This design comes from an exercise in tuning for small area and few clock cycles on the open sky130 flow, not from production work. At most, simulation tests tie the RTL to the original design; equivalence was not proved. No activity file was given, so power comes from the tool's default toggle rates.

==> inputs of branch indigo <==
==> flow/design.v <==
module tx_ingress (
	input wire usr_clk,
	input wire usr_rst_,
	input wire beat_valid,	 
	input wire [71:0] beat,
	output wire wr_en,	 
	output wire [65:0] wr_ent,
	output reg drop_credit,	 
	output reg [31:0] frame_err_cnt
);
	reg pkt_open;	 
	wire beat_ok;	 
	wire beat_bad;
	wire tail;
	wire [32:0] err_cy;	 
	genvar g;
	assign beat_ok = beat[7] ^ pkt_open;
	assign wr_en = beat_valid & beat_ok;
	assign beat_bad = beat_valid & ~beat_ok;
	assign tail = beat[6] & (beat[5:3] != 3'd0);
	assign err_cy[0] = beat_bad;
	generate
		for (g = 0; g < 32; g = g + 1)
		begin : err_inc
			assign err_cy[g+1] = err_cy[g] & frame_err_cnt[g];
		end
	endgenerate
	assign wr_ent = {tail ? beat[5:3] : beat[71:69], beat[68:8], beat[6], tail};
	always @(posedge usr_clk)
	begin
		if (!usr_rst_)
		begin
			pkt_open <= 1'b0;
			drop_credit <= 1'b0;
			frame_err_cnt <= 32'd0;
		end
		else
		begin
			drop_credit <= beat_bad;
			if (wr_en)
				pkt_open <= ~beat[6];
			frame_err_cnt <= frame_err_cnt ^ err_cy[31:0];	 
		end
	end
endmodule
module tx_pkt_fifo (
	input wire usr_clk,
	input wire usr_rst_,
	input wire wr_en,	 
	input wire [65:0] wr_ent,
	input wire pop,	 
	output wire [65:0] head,
	output wire next_eop,	 
	output wire pkt_ready	 
);
	localparam DEPTH = 16;
	reg [63:0] dat [0:DEPTH-1];
	reg [1:0] meta [0:DEPTH-1];
	wire [DEPTH:0] acc;	 
	wire [DEPTH-1:0] full;	 
	wire [DEPTH-1:0] eop;
	wire [DEPTH:0] run;	 
	genvar g;
	assign acc[DEPTH] = pop;
	assign run[DEPTH] = 1'b1;
	generate
		for (g = 0; g < DEPTH; g = g + 1)
		begin : st
			assign full[g] = meta[g][1] | ~meta[g][0];
			assign eop[g] = meta[g][1];
			assign acc[g] = ~full[g] | acc[g+1];
			assign run[g] = run[g+1] & full[g];
		end
	endgenerate
	assign head = {dat[DEPTH-1], meta[DEPTH-1]};
	assign next_eop = eop[DEPTH-2];
	assign pkt_ready = (|(eop & run[DEPTH-1:0])) | (wr_en & wr_ent[1] & run[1]);
	integer i;
	always @(posedge usr_clk)
	begin
		if (acc[0])
			dat[0] <= wr_ent[65:2];
		for (i = 1; i < DEPTH; i = i + 1)
			if (acc[i])
				dat[i] <= dat[i-1];
	end
	always @(posedge usr_clk)
	begin
		if (!usr_rst_)
		begin
			for (i = 0; i < DEPTH; i = i + 1)
				meta[i] <= 2'b01;
		end
		else
		begin
			if (acc[0])
				meta[0] <= wr_en ? wr_ent[1:0] : 2'b01;
			for (i = 1; i < DEPTH; i = i + 1)
				if (acc[i])
					meta[i] <= meta[i-1];
		end
	end
endmodule
module xgmii_tx_encap (
	input wire usr_clk,
	input wire usr_rst_,
	input wire pkt_ready,	 
	input wire [65:0] head,	 
	input wire next_eop,	 
	output wire pop,	 
	output reg pop_credit,	 
	output reg [71:0] xgmii,
	output reg [31:0] tx_pkt_cnt,
	output reg [31:0] tx_byte_cnt
);
	localparam [7:0] XGMII_IDLE = 8'h07;
	localparam [7:0] XGMII_START = 8'hFB;
	localparam [7:0] XGMII_TERM = 8'hFD;
	localparam [7:0] XGMII_PREAMBLE = 8'h55;
	localparam [7:0] XGMII_SFD = 8'hD5;
	localparam [1:0] ST_IDLE = 2'd0;
	localparam [1:0] ST_START = 2'd1;
	localparam [1:0] ST_DATA = 2'd2;
	localparam [1:0] ST_TERM = 2'd3;
	reg [1:0] state_q;
	reg [1:0] state_d;
	wire [63:0] hd;
	wire h_eop;
	wire h_tail;
	wire [2:0] h_lb;
	wire [3:0] lo_sum;
	wire [29:0] byte_cy;	 
	wire [32:0] pkt_cy;
	genvar g;
	integer i;
	assign hd = head[65:2];
	assign h_eop = head[1];
	assign h_tail = head[0];
	assign h_lb = hd[63:61];
	assign pop = (state_q == ST_DATA);
	assign lo_sum = {1'b0, tx_byte_cnt[2:0]} + {1'b0, h_lb};
	assign byte_cy[0] = ~h_tail | lo_sum[3];
	assign pkt_cy[0] = h_eop;
	generate
		for (g = 0; g < 29; g = g + 1)
		begin : byte_inc
			assign byte_cy[g+1] = byte_cy[g] & tx_byte_cnt[g+3];
		end
		for (g = 0; g < 32; g = g + 1)
		begin : pkt_inc
			assign pkt_cy[g+1] = pkt_cy[g] & tx_pkt_cnt[g];
		end
	endgenerate
	always @(*)
	begin
		case (state_q)
			ST_IDLE: state_d = pkt_ready ? ST_START : ST_IDLE;
			ST_START: state_d = ST_DATA;
			ST_DATA: state_d = h_eop ? (h_tail ? ST_IDLE : ST_TERM) : ST_DATA;
			default: state_d = ST_IDLE;
		endcase
	end
	always @(*)
	begin
		xgmii = {{8{XGMII_IDLE}}, 8'hFF};
		case (state_q)
			ST_START: xgmii = {XGMII_SFD, {6{XGMII_PREAMBLE}}, XGMII_START, 8'h01};
			ST_TERM: xgmii[15:8] = XGMII_TERM;
			ST_DATA:
			begin
				for (i = 0; i < 8; i = i + 1)
				begin
					if (!h_tail || (i < h_lb))
					begin
						xgmii[i*8+8 +: 8] = hd[i*8 +: 8];
						xgmii[i] = 1'b0;
					end
					else if (i == h_lb)
						xgmii[i*8+8 +: 8] = XGMII_TERM;
				end
			end
			default: ;
		endcase
	end
	always @(posedge usr_clk)
	begin
		if (!usr_rst_)
		begin
			state_q <= ST_IDLE;
			pop_credit <= 1'b0;
			tx_pkt_cnt <= 32'd0;
			tx_byte_cnt <= 32'd0;
		end
		else
		begin
			state_q <= state_d;
			case (state_q)
				ST_IDLE: pop_credit <= pkt_ready;
				ST_START: pop_credit <= ~h_eop;
				ST_DATA: pop_credit <= ~h_eop & ~next_eop;
				default: pop_credit <= 1'b0;
			endcase
			if (pop)
			begin
				if (h_tail)
					tx_byte_cnt[2:0] <= lo_sum[2:0];
				tx_byte_cnt[31:3] <= tx_byte_cnt[31:3] ^ byte_cy[28:0];
				tx_pkt_cnt <= tx_pkt_cnt ^ pkt_cy[31:0];
			end
		end
	end
endmodule
module tcore_fmac_tx (
	input wire usr_clk,
	input wire usr_rst_,
	input wire beat_valid,
	input wire [71:0] beat,
	output wire [1:0] credit_ret,	 
	output wire [71:0] xgmii,
	output wire [31:0] tx_pkt_cnt,
	output wire [31:0] tx_byte_cnt,
	output wire [31:0] frame_err_cnt
);
	wire wr_en;	 
	wire [65:0] wr_ent;	 
	wire drop_credit;	 
	wire pop;	 
	wire [65:0] head;
	wire next_eop;
	wire pkt_ready;
	wire pop_credit;	 
	assign credit_ret = {drop_credit & pop_credit, drop_credit ^ pop_credit};
	tx_ingress u_ingress (
		.usr_clk(usr_clk),
		.usr_rst_(usr_rst_),
		.beat_valid(beat_valid),
		.beat(beat),
		.wr_en(wr_en),
		.wr_ent(wr_ent),
		.drop_credit(drop_credit),
		.frame_err_cnt(frame_err_cnt)
	);
	tx_pkt_fifo u_fifo (
		.usr_clk(usr_clk),
		.usr_rst_(usr_rst_),
		.wr_en(wr_en),
		.wr_ent(wr_ent),
		.pop(pop),
		.head(head),
		.next_eop(next_eop),
		.pkt_ready(pkt_ready)
	);
	xgmii_tx_encap u_encap (
		.usr_clk(usr_clk),
		.usr_rst_(usr_rst_),
		.pkt_ready(pkt_ready),
		.head(head),
		.next_eop(next_eop),
		.pop(pop),
		.pop_credit(pop_credit),
		.xgmii(xgmii),
		.tx_pkt_cnt(tx_pkt_cnt),
		.tx_byte_cnt(tx_byte_cnt)
	);
endmodule
==> flow/flow/run.sh <==
#!/bin/bash
# Standard ORFS layout with small port buffers and a leaner clock tree.
export BUFFER_PORTS_ARGS="-buffer_cell sky130_fd_sc_hd__buf_1"
export CTS_ARGS="-sink_clustering_enable -repair_clock_nets -dont_use_dummy_load -buf_list sky130_fd_sc_hd__clkbuf_16 -sink_clustering_size 30 -sink_clustering_max_diameter 60"
bash standard.sh > standard.log 2>&1
==> flow/standard.sh <==
#!/bin/bash
# synth_recipe.tcl (not shown) runs the flow's synth.tcl, then flattens the netlist and writes it again
# the make line also repeats each setting of config.mk as NAME=value (left out here)
make -C /OpenROAD-flow-scripts/flow DESIGN_CONFIG=/design/flow/config.mk WORK_HOME=/design/flow/orfs CLKGATE_MAP_FILE= SYNTH_SCRIPT=/design/flow/synth_recipe.tcl "${@:-finish}"
==> flow/config.mk <==
export PLATFORM = sky130hd
export DESIGN_NAME = tcore_fmac_tx
export DESIGN_NICKNAME = tcore_fmac_tx
export VERILOG_FILES = /design/flow/design.v
export SDC_FILE = /design/flow/constraint.sdc
export NUM_CORES = 4
export LEC_CHECK = 0
export CAP_MARGIN = 20
export CORE_MARGIN = 2
export CORE_UTILIZATION = 40
export SLEW_MARGIN = 20
==> flow/constraint.sdc <==
create_clock -name core_clock -period 6.4 [get_ports {usr_clk}]
set_input_delay 1.2800 -clock core_clock [delete_from_list [all_inputs] [get_ports {usr_clk}]]
set_output_delay 1.2800 -clock core_clock [all_outputs]
set_load 0.01 [all_outputs]
==> inputs of branch cedar, as changes to branch indigo <==
--- a/flow/design.v
+++ b/flow/design.v
@@ -13,17 +13,10 @@
 	wire beat_bad;
 	wire tail;
-	wire [32:0] err_cy;	 
-	genvar g;
+	wire [31:0] err_cy;	 
 	assign beat_ok = beat[7] ^ pkt_open;
 	assign wr_en = beat_valid & beat_ok;
 	assign beat_bad = beat_valid & ~beat_ok;
 	assign tail = beat[6] & (beat[5:3] != 3'd0);
-	assign err_cy[0] = beat_bad;
-	generate
-		for (g = 0; g < 32; g = g + 1)
-		begin : err_inc
-			assign err_cy[g+1] = err_cy[g] & frame_err_cnt[g];
-		end
-	endgenerate
+	tx_cnt_inc #(.W(32)) u_err_inc (.q(frame_err_cnt), .en(beat_bad), .t(err_cy));
 	assign wr_ent = {tail ? beat[5:3] : beat[71:69], beat[68:8], beat[6], tail};
 	always @(posedge usr_clk)
@@ -40,7 +33,33 @@
 			if (wr_en)
 				pkt_open <= ~beat[6];
-			frame_err_cnt <= frame_err_cnt ^ err_cy[31:0];	 
-		end
-	end
+			frame_err_cnt <= frame_err_cnt ^ err_cy;	 
+		end
+	end
+endmodule
+module tx_cnt_inc #(
+	parameter W = 32
+) (
+	input wire [W-1:0] q,
+	input wire en,
+	output wire [W-1:0] t
+);
+	localparam NG = (W + 3) / 4;
+	wire [NG:0] gc;	 
+	wire [4*NG-1:0] qq;
+	wire [4*NG-1:0] tt;
+	genvar k;
+	assign qq = {{(4*NG-W){1'b0}}, q};
+	assign gc[0] = en;
+	generate
+		for (k = 0; k < NG; k = k + 1)
+		begin : grp
+			assign gc[k+1] = gc[k] & (&qq[4*k+3:4*k]);
+			assign tt[4*k] = gc[k];
+			assign tt[4*k+1] = gc[k] & qq[4*k];
+			assign tt[4*k+2] = gc[k] & qq[4*k] & qq[4*k+1];
+			assign tt[4*k+3] = gc[k] & qq[4*k] & qq[4*k+1] & qq[4*k+2];
+		end
+	endgenerate
+	assign t = tt[W-1:0];
 endmodule
 module tx_pkt_fifo (
@@ -130,7 +149,6 @@
 	wire [2:0] h_lb;
 	wire [3:0] lo_sum;
-	wire [29:0] byte_cy;	 
-	wire [32:0] pkt_cy;
-	genvar g;
+	wire [28:0] byte_cy;	 
+	wire [31:0] pkt_cy;
 	integer i;
 	assign hd = head[65:2];
@@ -140,16 +158,6 @@
 	assign pop = (state_q == ST_DATA);
 	assign lo_sum = {1'b0, tx_byte_cnt[2:0]} + {1'b0, h_lb};
-	assign byte_cy[0] = ~h_tail | lo_sum[3];
-	assign pkt_cy[0] = h_eop;
-	generate
-		for (g = 0; g < 29; g = g + 1)
-		begin : byte_inc
-			assign byte_cy[g+1] = byte_cy[g] & tx_byte_cnt[g+3];
-		end
-		for (g = 0; g < 32; g = g + 1)
-		begin : pkt_inc
-			assign pkt_cy[g+1] = pkt_cy[g] & tx_pkt_cnt[g];
-		end
-	endgenerate
+	tx_cnt_inc #(.W(29)) u_byte_inc (.q(tx_byte_cnt[31:3]), .en(~h_tail | lo_sum[3]), .t(byte_cy));
+	tx_cnt_inc #(.W(32)) u_pkt_inc (.q(tx_pkt_cnt), .en(h_eop), .t(pkt_cy));
 	always @(*)
 	begin
@@ -205,6 +213,6 @@
 				if (h_tail)
 					tx_byte_cnt[2:0] <= lo_sum[2:0];
-				tx_byte_cnt[31:3] <= tx_byte_cnt[31:3] ^ byte_cy[28:0];
-				tx_pkt_cnt <= tx_pkt_cnt ^ pkt_cy[31:0];
+				tx_byte_cnt[31:3] <= tx_byte_cnt[31:3] ^ byte_cy;
+				tx_pkt_cnt <= tx_pkt_cnt ^ pkt_cy;
 			end
 		end
==> flow/flow/run.sh (replaced) <==
#!/bin/bash
# Standard ORFS layout with small port buffers and a leaner clock tree.
export BUFFER_PORTS_ARGS="-buffer_cell sky130_fd_sc_hd__buf_1"
export CTS_ARGS="-sink_clustering_enable -repair_clock_nets -dont_use_dummy_load -buf_list sky130_fd_sc_hd__clkbuf_16 -sink_clustering_size 36 -sink_clustering_max_diameter 70"
bash standard.sh > standard.log 2>&1
==> notes.md <==
Against branch cedar, the first-iteration DRC count of branch indigo is higher by 14%.
In branch indigo the worst setup slack is lower than in branch cedar, by 1.6 ns.
In branch cedar the via count is higher than in branch indigo, by about 1.7%.
Wire length: branch indigo is smaller than branch cedar (1.5%).
Worst hold slack: branch indigo is lower than branch cedar (0.043 ns).
In synthesized area, branch indigo and branch cedar hardly differ.
==> figures <==
item	branch indigo	branch cedar
Outcome	finished clean	finished clean
Count of non-CTS inverters in the layout	22	31
Final worst-path cycle share	0.976	0.726
Worst slew margin	0.291	0.299
Final-layout clock-cell area share	0.0432	0.0301
Clock-pin slew on the worst setup and hold paths	0.09 ns	0.12 ns
Fillcell total	7,901	7,974
Post-synthesis share of cell area spent on full adders, half adders and majority gates	0.0332	0.0263
Switching part of the total power	0.173	0.175
Worst vdd rail ir drop	0.000154 V	0.000202 V
Critical path startpoint	beat[7]	u_encap.state_q[0]
Cell repeated most along the worst path	sky130_fd_sc_hd__ha_4	sky130_fd_sc_hd__a21o_1
Number of nets in the synthesized netlist	1,988	2,009
Testbench counts of branch cedar, summed over its fixed seeds: cycles 13,634.
No functional check of the RTL was part of branch indigo.

re-timing with driven ports:
In the flow no input, the clock included, has a driving cell. The finished layouts below were timed again as built, in two steps. Step 1 sets driving cells, clkbuf_16 on the clock port and buf_2 on the other inputs (assumed; they add their load-dependent delay and slew). Step 2 moves the port delays by t, midway between the first and last clock arrival at a register: inputs arrive t later, outputs are due t later. That takes back most of the time a late clock gives input paths. Three values: ideal ports, drivers, drivers and shift; two values: the first two.
| run | shift t [ns] | slack for setup (ns) | latest minus earliest clock arrival (ns) |
|---|---|---|---|
| branch indigo | 0.658 | 0.156 / 0.194 / -0.464 | 0.086 / 0.086 |
| branch cedar | 0.653 | 1.753 / 1.691 / 2.345 | 0.127 / 0.127 |
Met with ideal ports but missed after step 2: setup timing in branch indigo. For branch indigo, which loses most, drivers alone change the setup slack by +0.038 ns; drivers and shift together by -0.620 ns.
